This design comes from an exercise in tuning for small area, a short achievable clock period and few clock cycles per item on the open sky130 flow, not from production work.
In this exercise RTL edits were held to simulation tests only and were not proved equivalent to the original.
Power and IR drop assume default switching activity.

`flow/config.mk`:
```
export PLATFORM = sky130hd
export DESIGN_NAME = sp_top
export DESIGN_NICKNAME = sp_top
export VERILOG_FILES = /design/flow/design.v
export SDC_FILE = /design/flow/constraint.sdc
export NUM_CORES = 4
export LEC_CHECK = 0
export CAP_MARGIN = 20
export CORE_MARGIN = 2
export CORE_UTILIZATION = 40
export SLEW_MARGIN = 20
```
`flow/constraint.sdc`:
```
create_clock -name core_clock -period 10.0 [get_ports {clk}]
set_input_delay 2.0000 -clock core_clock [delete_from_list [all_inputs] [get_ports {clk}]]
set_output_delay 2.0000 -clock core_clock [all_outputs]
set_load 0.01 [all_outputs]
```
`flow/design.v`:
```
`default_nettype none
package sp_pkg;
	localparam int ELEM_W = 9;
	localparam int LEN    = 6;
	localparam int WIDE_W = 2 * ELEM_W;
	localparam logic [ELEM_W-1:0] MODULUS = 9'd509;
	localparam logic [ELEM_W-1:0] INV_EXP = 9'd507;
	typedef logic [ELEM_W-1:0] elem_t;
	typedef logic [WIDE_W-1:0] wide_t;
	typedef elem_t [LEN-1:0] series_t;
	typedef struct packed {
		logic sort_en;
		logic inv_en;
	} mode_t;
	typedef enum logic [2:0] {
		IDLE,
		LOAD,
		INV,
		SORT,
		SUM,
		OUT
	} ctrl_state_e;
endpackage
`default_nettype wire
module inv_half_rom (
	input  wire [7:0] x,
	output reg  [8:0] y
);
	always @* begin
		case (x)
			8'd0: y = 9'd0;
			8'd1: y = 9'd1;
			8'd2: y = 9'd255;
			8'd3: y = 9'd170;
			8'd4: y = 9'd382;
			8'd5: y = 9'd102;
			8'd6: y = 9'd85;
			8'd7: y = 9'd291;
			8'd8: y = 9'd191;
			8'd9: y = 9'd396;
			8'd10: y = 9'd51;
			8'd11: y = 9'd324;
			8'd12: y = 9'd297;
			8'd13: y = 9'd235;
			8'd14: y = 9'd400;
			8'd15: y = 9'd34;
			8'd16: y = 9'd350;
			8'd17: y = 9'd30;
			8'd18: y = 9'd198;
			8'd19: y = 9'd134;
			8'd20: y = 9'd280;
			8'd21: y = 9'd97;
			8'd22: y = 9'd162;
			8'd23: y = 9'd332;
			8'd24: y = 9'd403;
			8'd25: y = 9'd224;
			8'd26: y = 9'd372;
			8'd27: y = 9'd132;
			8'd28: y = 9'd200;
			8'd29: y = 9'd158;
			8'd30: y = 9'd17;
			8'd31: y = 9'd312;
			8'd32: y = 9'd175;
			8'd33: y = 9'd108;
			8'd34: y = 9'd15;
			8'd35: y = 9'd160;
			8'd36: y = 9'd99;
			8'd37: y = 9'd454;
			8'd38: y = 9'd67;
			8'd39: y = 9'd248;
			8'd40: y = 9'd140;
			8'd41: y = 9'd149;
			8'd42: y = 9'd303;
			8'd43: y = 9'd438;
			8'd44: y = 9'd81;
			8'd45: y = 9'd181;
			8'd46: y = 9'd166;
			8'd47: y = 9'd65;
			8'd48: y = 9'd456;
			8'd49: y = 9'd187;
			8'd50: y = 9'd112;
			8'd51: y = 9'd10;
			8'd52: y = 9'd186;
			8'd53: y = 9'd461;
			8'd54: y = 9'd66;
			8'd55: y = 9'd472;
			8'd56: y = 9'd100;
			8'd57: y = 9'd384;
			8'd58: y = 9'd79;
			8'd59: y = 9'd440;
			8'd60: y = 9'd263;
			8'd61: y = 9'd242;
			8'd62: y = 9'd156;
			8'd63: y = 9'd202;
			8'd64: y = 9'd342;
			8'd65: y = 9'd47;
			8'd66: y = 9'd54;
			8'd67: y = 9'd38;
			8'd68: y = 9'd262;
			8'd69: y = 9'd450;
			8'd70: y = 9'd80;
			8'd71: y = 9'd466;
			8'd72: y = 9'd304;
			8'd73: y = 9'd258;
			8'd74: y = 9'd227;
			8'd75: y = 9'd414;
			8'd76: y = 9'd288;
			8'd77: y = 9'd119;
			8'd78: y = 9'd124;
			8'd79: y = 9'd58;
			8'd80: y = 9'd70;
			8'd81: y = 9'd44;
			8'd82: y = 9'd329;
			8'd83: y = 9'd92;
			8'd84: y = 9'd406;
			8'd85: y = 9'd6;
			8'd86: y = 9'd219;
			8'd87: y = 9'd392;
			8'd88: y = 9'd295;
			8'd89: y = 9'd326;
			8'd90: y = 9'd345;
			8'd91: y = 9'd179;
			8'd92: y = 9'd83;
			8'd93: y = 9'd104;
			8'd94: y = 9'd287;
			8'd95: y = 9'd434;
			8'd96: y = 9'd228;
			8'd97: y = 9'd21;
			8'd98: y = 9'd348;
			8'd99: y = 9'd36;
			8'd100: y = 9'd56;
			8'd101: y = 9'd126;
			8'd102: y = 9'd5;
			8'd103: y = 9'd425;
			8'd104: y = 9'd93;
			8'd105: y = 9'd223;
			8'd106: y = 9'd485;
			8'd107: y = 9'd333;
			8'd108: y = 9'd33;
			8'd109: y = 9'd495;
			8'd110: y = 9'd236;
			8'd111: y = 9'd321;
			8'd112: y = 9'd50;
			8'd113: y = 9'd500;
			8'd114: y = 9'd192;
			8'd115: y = 9'd270;
			8'd116: y = 9'd294;
			8'd117: y = 9'd422;
			8'd118: y = 9'd220;
			8'd119: y = 9'd77;
			8'd120: y = 9'd386;
			8'd121: y = 9'd122;
			8'd122: y = 9'd121;
			8'd123: y = 9'd389;
			8'd124: y = 9'd78;
			8'd125: y = 9'd452;
			8'd126: y = 9'd101;
			8'd127: y = 9'd505;
			8'd128: y = 9'd171;
			8'd129: y = 9'd146;
			8'd130: y = 9'd278;
			8'd131: y = 9'd136;
			8'd132: y = 9'd27;
			8'd133: y = 9'd310;
			8'd134: y = 9'd19;
			8'd135: y = 9'd230;
			8'd136: y = 9'd131;
			8'd137: y = 9'd483;
			8'd138: y = 9'd225;
			8'd139: y = 9'd260;
			8'd140: y = 9'd40;
			8'd141: y = 9'd361;
			8'd142: y = 9'd233;
			8'd143: y = 9'd299;
			8'd144: y = 9'd152;
			8'd145: y = 9'd337;
			8'd146: y = 9'd129;
			8'd147: y = 9'd232;
			8'd148: y = 9'd368;
			8'd149: y = 9'd41;
			8'd150: y = 9'd207;
			8'd151: y = 9'd209;
			8'd152: y = 9'd144;
			8'd153: y = 9'd173;
			8'd154: y = 9'd314;
			8'd155: y = 9'd266;
			8'd156: y = 9'd62;
			8'd157: y = 9'd308;
			8'd158: y = 9'd29;
			8'd159: y = 9'd493;
			8'd160: y = 9'd35;
			8'd161: y = 9'd411;
			8'd162: y = 9'd22;
			8'd163: y = 9'd178;
			8'd164: y = 9'd419;
			8'd165: y = 9'd327;
			8'd166: y = 9'd46;
			8'd167: y = 9'd445;
			8'd168: y = 9'd203;
			8'd169: y = 9'd253;
			8'd170: y = 9'd3;
			8'd171: y = 9'd128;
			8'd172: y = 9'd364;
			8'd173: y = 9'd153;
			8'd174: y = 9'd196;
			8'd175: y = 9'd32;
			8'd176: y = 9'd402;
			8'd177: y = 9'd486;
			8'd178: y = 9'd163;
			8'd179: y = 9'd91;
			8'd180: y = 9'd427;
			8'd181: y = 9'd45;
			8'd182: y = 9'd344;
			8'd183: y = 9'd420;
			8'd184: y = 9'd296;
			8'd185: y = 9'd498;
			8'd186: y = 9'd52;
			8'd187: y = 9'd49;
			8'd188: y = 9'd398;
			8'd189: y = 9'd237;
			8'd190: y = 9'd217;
			8'd191: y = 9'd8;
			8'd192: y = 9'd114;
			8'd193: y = 9'd240;
			8'd194: y = 9'd265;
			8'd195: y = 9'd355;
			8'd196: y = 9'd174;
			8'd197: y = 9'd478;
			8'd198: y = 9'd18;
			8'd199: y = 9'd376;
			8'd200: y = 9'd28;
			8'd201: y = 9'd352;
			8'd202: y = 9'd63;
			8'd203: y = 9'd168;
			8'd204: y = 9'd257;
			8'd205: y = 9'd437;
			8'd206: y = 9'd467;
			8'd207: y = 9'd150;
			8'd208: y = 9'd301;
			8'd209: y = 9'd151;
			8'd210: y = 9'd366;
			8'd211: y = 9'd234;
			8'd212: y = 9'd497;
			8'd213: y = 9'd325;
			8'd214: y = 9'd421;
			8'd215: y = 9'd393;
			8'd216: y = 9'd271;
			8'd217: y = 9'd190;
			8'd218: y = 9'd502;
			8'd219: y = 9'd86;
			8'd220: y = 9'd118;
			8'd221: y = 9'd433;
			8'd222: y = 9'd415;
			8'd223: y = 9'd105;
			8'd224: y = 9'd25;
			8'd225: y = 9'd138;
			8'd226: y = 9'd250;
			8'd227: y = 9'd74;
			8'd228: y = 9'd96;
			8'd229: y = 9'd489;
			8'd230: y = 9'd135;
			8'd231: y = 9'd379;
			8'd232: y = 9'd147;
			8'd233: y = 9'd142;
			8'd234: y = 9'd211;
			8'd235: y = 9'd13;
			8'd236: y = 9'd110;
			8'd237: y = 9'd189;
			8'd238: y = 9'd293;
			8'd239: y = 9'd394;
			8'd240: y = 9'd193;
			8'd241: y = 9'd245;
			8'd242: y = 9'd61;
			8'd243: y = 9'd354;
			8'd244: y = 9'd315;
			8'd245: y = 9'd241;
			8'd246: y = 9'd449;
			8'd247: y = 9'd441;
			8'd248: y = 9'd39;
			8'd249: y = 9'd370;
			8'd250: y = 9'd226;
			8'd251: y = 9'd436;
			8'd252: y = 9'd305;
			8'd253: y = 9'd169;
			8'd254: y = 9'd507;
			default: y = 9'd0;
		endcase
	end
endmodule
`default_nettype none
module sp_top (
	input  wire logic       clk,
	input  wire logic       rst_n,
	input  wire logic       in_valid,
	input  wire logic [8:0] in_data,
	input  wire logic [1:0] in_mode,
	output logic            out_valid,
	output logic [8:0]      out_data
);
	logic [2:0] cnt;
	logic       inv_en;
	logic       sort_en;
	always_ff @(posedge clk or negedge rst_n) begin
		if (!rst_n) begin
			cnt <= 3'd0;
		end else if (in_valid) begin
			cnt <= (cnt == 3'd5) ? 3'd0 : cnt + 3'd1;
		end
	end
	always_ff @(posedge clk) begin
		if (in_valid && cnt == 3'd0) begin
			inv_en  <= in_mode[0];
			sort_en <= in_mode[1];
		end
	end
	logic       va;
	logic       first_a;
	logic       last_a;
	logic [8:0] xa;
	always_ff @(posedge clk or negedge rst_n) begin
		if (!rst_n) begin
			va <= 1'b0;
		end else begin
			va <= in_valid;
		end
	end
	always_ff @(posedge clk) begin
		if (in_valid) begin
			xa      <= in_data;
			first_a <= (cnt == 3'd0);
			last_a  <= (cnt == 3'd5);
		end
	end
	logic       fold;
	logic [8:0] xf;
	logic [8:0] hf;
	logic [8:0] inv_x;
	logic       vb;
	logic       first_b;
	logic       last_b;
	logic [8:0] ab;
	logic [8:0] bb;
	assign fold = (xa > 9'd254);
	assign xf   = fold ? (~xa - 9'd2) : xa;
	inv_half_rom u_rom (
		.x (xf[7:0]),
		.y (hf)
	);
	assign inv_x = fold ? (~hf - 9'd2) : hf;
	always_ff @(posedge clk or negedge rst_n) begin
		if (!rst_n) begin
			vb <= 1'b0;
		end else begin
			vb <= va;
		end
	end
	always_ff @(posedge clk) begin
		if (va) begin
			first_b <= first_a;
			last_b  <= last_a;
			ab      <= xa;
			bb      <= inv_en ? inv_x : xa;
		end
	end
	logic [5:0][8:0] list;
	logic [5:0]      occ;
	logic [5:0][8:0] s_sr;
	logic [5:0]      moves;
	logic            out_active;
	logic [2:0]      ocnt;
	logic [10:0]     t3;
	logic [9:0]      u3;
	logic [9:0]      w3;
	logic [8:0]      s_new;
	always_comb begin
		for (int p = 0; p < 6; p++) begin
			moves[p] = out_active || first_b || !sort_en || !occ[p] || (list[p] <= bb);
		end
	end
	always_ff @(posedge clk) begin
		for (int p = 0; p < 6; p++) begin
			if (out_active || (vb && moves[p])) begin
				if (p < 5) begin
					list[p] <= moves[p+1] ? list[p+1] : bb;
				end else begin
					list[p] <= bb;
				end
			end
		end
		if (vb) begin
			occ <= first_b ? 6'b100000 : {1'b1, occ[5:1]};
		end
	end
	assign t3    = {2'b00, ab} + {1'b0, bb, 1'b0};
	assign u3    = {1'b0, t3[8:0]} + 10'(3 * t3[10:9]);
	assign w3    = u3 + 10'd3;
	assign s_new = w3[9] ? w3[8:0] : u3[8:0];
	always_ff @(posedge clk) begin
		if (vb || out_active) begin
			s_sr <= {s_new, s_sr[5:1]};
		end
	end
	logic [9:0] sum;
	logic [9:0] sum3;
	logic [8:0] e;
	assign sum  = {1'b0, s_sr[0]} + {1'b0, list[0]};
	assign sum3 = sum + 10'd3;
	assign e    = sum3[9] ? sum3[8:0] : sum[8:0];
	always_ff @(posedge clk or negedge rst_n) begin
		if (!rst_n) begin
			out_active <= 1'b0;
			ocnt       <= 3'd0;
			out_valid  <= 1'b0;
			out_data   <= 9'd0;
		end else begin
			if (vb && last_b) begin
				out_active <= 1'b1;
				ocnt       <= 3'd0;
			end else if (out_active) begin
				if (ocnt == 3'd5) begin
					out_active <= 1'b0;
				end
				ocnt <= ocnt + 3'd1;
			end
			out_valid <= out_active;
			out_data  <= out_active ? e : 9'd0;
		end
	end
endmodule
`default_nettype wire
```
`flow/run.sh`:
```
#!/bin/bash
# synth_recipe.tcl (not shown) runs the flow's synth.tcl, then flattens the netlist and writes it again
# the make line also repeats each setting of config.mk as NAME=value (left out here)
make -C /OpenROAD-flow-scripts/flow DESIGN_CONFIG=/design/flow/config.mk WORK_HOME=/design/flow/orfs CLKGATE_MAP_FILE= SYNTH_SCRIPT=/design/flow/synth_recipe.tcl finish
```
==> summary.md <==
| Metric | Value |
|---|---|
| Synthesized area per cell | 9.77 sq um |
| Syn. warnings | 2 |
| Core Footprint | 30,600 sq um |
| Clock Power Share | 0.165 |
| Hpwl dp | 27,100 microns |
| Kind of critical path | reg -> reg |
| Std cell rows | 64 |
| Layout overhead on the synthesized area | 7.98% |
| Die Width | 180 microns |
| Fill cells | 2,914 |
| Number of top-level pins | 24 |
| Vias | 10,800 |
| CP arrival | 6.18 ns |
| RSZ-0062 raised after global routing | false |
| Peak VDD IR | 0.149 mV |
| Initial DRT Pass Iterations | 6 |
| GRT Overall Usage | 0.237 |
| CTS hold repair buffers | 0 |
| Register share of total power | 0.352 |
| Longest Clk Path Bufs | 2 |
| Worst Tran Pin Value | 1.24 ns |
| Int Power | 2.22 mW |
| # H-tree levels | 4 |
| Max-Cap Viols | 0 |
| Clock-pin slew on the worst setup and hold paths | 0.06 ns |
| Register area | 4860 sq um |
| Net count, final | 1,353 |
| Post-synth ARST share | 0.115 |
| Final core utilization | 0.439 |
| Max transition margin | 0.174 |
| CP Capture Type | flop |
| Data required, critical path | 10.17 ns |
| Port Buffers | 23 |
| Clk root buf | clkbuf_16 |
| Grt ovf | 0 |
| Detail Route Antenna Nets | 0 |
| Pwr dens | 278 nW/um^2 |
| Synthesized instance count | 1,274 |
| # resized after CTS | 0 |
| Final Hold Fails | 0 |
| Fmax | 166 MHz |
| Placer Congestion | 1.03 |
| DRT iter0 DRCs | 1,619 |
| Switch share | 0.407 |
| DRC viols | 0 |
| Register area share after synthesis | 0.390 |
| Clock sink count | 165 |
| Crit path max fanout | 13 |
| Post-CTS Setup Inserts | 0 |
| Share of cells above drive strength 1 | 0.105 |
| Vias per cell | 6.54 |
| Final setup TNS | 0 ns |
| TritonCTS clock tree | built |
| Net Sw Power | 1.52 mW |
| EDFF count, synth | 146 |
| Pin count of the biggest net entering global routing | 68 |
| Die H | 180 microns |
| Syn Nets | 1,381 |
| Initial antenna violation count | 0 |
| Final wirelength | 39,600 microns |
| Status | no timing/DRC/antenna violations |
| Final count of negative-setup-slack endpoints | 0 |
| CP Launch Type | flop |
| Yosys cell types | 95 |
| Leak | 4.95 nW |
| Synth Register Bits | 165 |
| Wirelength per Cell | 23.9 microns |
| Post-synth top flop | edfxtp_1 |
| First-pass GRT wire length | 60,300 microns |
| Worst skew pair latency | 0.43 ns |
| Ratio of final minimum period to clock period | 0.601 |
| Area of the multi-input gates | 7000 sq um |
| Antenna cells | 0 |
| Initial Util | 0.407 |
| Max Slew Vio Count | 0 |
| Die area | 32,600 sq um |
| Comb pwr share | 0.483 |
| Post-Syn Area | 12,400 sq um |
| Clock skew | 0.00841 ns |
| TritonCTS Buffers | 17 |
| Post-route minimum period | 6.01 ns |
| Vias in the first global route | 10,300 |
| HP Class | reg -> reg |
## synthesized netlist by cell type (all sizes together), types with 4 or more instances
library cell  number  area share
o21a              34       0.021
a211o              5      0.0035
fa                 4      0.0064
nor2             105       0.035
buf               54       0.025
a41oi              6      0.0042
o21bai             8      0.0048
o2111ai            6      0.0042
nand2             96       0.030
a221oi            14       0.010
o311ai            12      0.0090
nand3             34       0.015
and3               4      0.0020
clkbuf            33      0.0099
or4                5      0.0033
xnor2             28       0.020
o32ai              9      0.0063
xor2              13      0.0097
a41o               4      0.0041
a21oi             95       0.038
a221o              5      0.0040
and2               6      0.0030
mux2              47       0.043
a31oi             16      0.0092
a2111oi            5      0.0045
o21ai             76       0.031
a311oi             8      0.0066
nor3              34       0.014
o31ai             13      0.0078
inv               47       0.015
nor2b             18      0.0090
a21o              12      0.0072
mux2i              5      0.0040
a22oi              5      0.0030
edfxtp           146        0.35
nand4             14      0.0070
a21boi             8      0.0048
ha                89       0.089
o211ai            20       0.012
nor4               5      0.0025
dfrtp             19       0.038
a211oi            21       0.014
o221ai            16       0.011
nand2b             9      0.0045
o22ai             12      0.0060
## final timing paths
| path | start | end | slack, ns | depth (start not counted) |
|---|---|---|---|---|
| setup / recovery | bb[0]$_DFFE_PP_ | s_sr[51]$_DFFE_PP_ | 3.99 | 24 |
| max in group asynchronous | rst_n | out_data[2]$_DFF_PN0_ | 7.37 | 1 |
| setup reg to reg | bb[0]$_DFFE_PP_ | s_sr[51]$_DFFE_PP_ | 3.99 | 24 |
| min in group asynchronous | rst_n | vb$_DFF_PN0_ | 2.07 | 1 |
| hold / removal | s_sr[44]$_DFFE_PP_ | s_sr[35]$_DFFE_PP_ | 0.42 | 0 |
| hold reg to reg | s_sr[44]$_DFFE_PP_ | s_sr[35]$_DFFE_PP_ | 0.42 | 0 |
## layout by cell type (no fill, tap or decap), drive strengths merged, types with 6 or more instances in the layout
master           n
a21oi           95
a211oi          21
mux2            47
nor2           105
a21o            12
clkdlybuf4s50   23
xor2            13
o32ai            9
ha              89
inv             51
nand2b           9
o22ai           12
o2111ai          6
a41oi            6
and2             6
dfrtp           19
a31oi           16
o211ai          20
clkbuf          17
o221ai          16
nand4           14
nand2           96
buf             17
o31ai           13
a21boi           8
o21ai           76
clkinv           8
a311oi           8
edfxtp         146
a221oi          14
o21a            34
nor2b           18
o21bai           8
nor3            34
nand3           34
xnor2           28
o311ai          12
## sequential cells by signal (all words and copies together) (netlist names)
| name | cells |
|---|---|
| out_data | 9 |
| va | 1 |
| list | 54 |
| out_valid | 1 |
| xa | 9 |
| first_a | 1 |
| first_b | 1 |
| out_active | 1 |
| last_b | 1 |
| cnt | 3 |
| vb | 1 |
| sort_en | 1 |
| inv_en | 1 |
| bb | 9 |
| last_a | 1 |
| occ | 5 |
| ocnt | 3 |
| s_sr | 54 |
| ab | 9 |
## routing by layer
metal	part of all wire	global-route usage
met4	0.051	0.118
met5	0	0
met1	0.40	0.292
met2	0.47	0.396
met3	0.079	0.0439
## metrics by stage
stage / hold WS, ns / instances / area [sq um] / power (mW) / setup WS (ns)
finish: 0.419 / 1654 / 13400 / 3.74 / 3.99
global route: 0.423 / 1654 / 13400 / 4.01 / 3.45
CTS: 0.421 / 1653 / 13400 / 3.73 / 4.00
detailed placement: 0.405 / 1622 / 12900 / 3.10 / 4.01
global placement: 0.401 / 1622 / 12900 / 3.08 / 4.22
floorplan: 0.352 / 1274 / 12400 / 2.60 / 4.65
## cell families after synthesis
group	after synthesis	synth area share
mux	52	0.0465
fa+ha+maj	95	0.0975
xor+xnor	41	0.0301
simple gates	344	0.134
compound gates	443	0.252
buf+inv	134	0.0495
flops	165	0.390
## power by group through the flow
stage	logic, mW	registers [mW]	clock network, mW
global route	2.01	1.35	0.655
finish	1.81	1.32	0.616
floorplan	1.35	1.25	0
CTS	1.79	1.32	0.629
global placement	1.75	1.32	0
detailed placement	1.77	1.33	0
## layout make-up
cell class	instances	area share
Multi-Input combinational cell	975	0.521
Sequential cell	165	0.362
Tap cell	396	0.0369
Clock buffer	17	0.0316
Timing Repair Buffer	40	0.0264
Inverter	47	0.0136
Clock inverter	14	0.00940
## critical path: stages, from the launching register on
cell and delay [ns]:
edfxtp_1 0.59, ha_1 0.29, inv_1 0.08, fa_1 0.22
nor2b_1 0.06, o21ai_0 0.26, a21boi_0 0.16, o21ai_0 0.17
nand2b_1 0.11, a21o_1 0.18, a21o_1 0.18, xnor2_1 0.19
inv_1 0.09, fa_1 0.51, inv_1 0.04, ha_1 0.21
fa_1 0.40, a21oi_1 0.21, nor2b_1 0.08, xnor2_1 0.14
or4b_2 0.66, nor3_1 0.27, a21oi_1 0.19, nor4_1 0.39
nor2_1 0.09
Testbench counts, summed over its fixed seeds: cycles 2,696, jobs 192.

==> re-timing with driven ports <==
No port has a modelled driver above. Below, the same layout with a new extraction and two added sets of constraints.
Step 1 assumes that a clkbuf_16 drives the clock port and a buf_2 every other input.
Step 2 times the ports against the registers' clock, not the clock port: input delays grow and output delays shrink by t, the midpoint of the rising clock arrivals with the driver on.
a / b / c = no drivers / after step 1 / after step 2; a / b = the first two.
t (ns): 0.465
slack for setup (ns): 3.987 / 3.987 / 3.987
clock arrival spread, ns: 0.011 / 0.010
cell pins on the clock port's net: 1
After both steps setup and hold are still met in this run. The setup slack of this run moves by 0.000 ns with the drivers and by 0.000 ns with both steps.
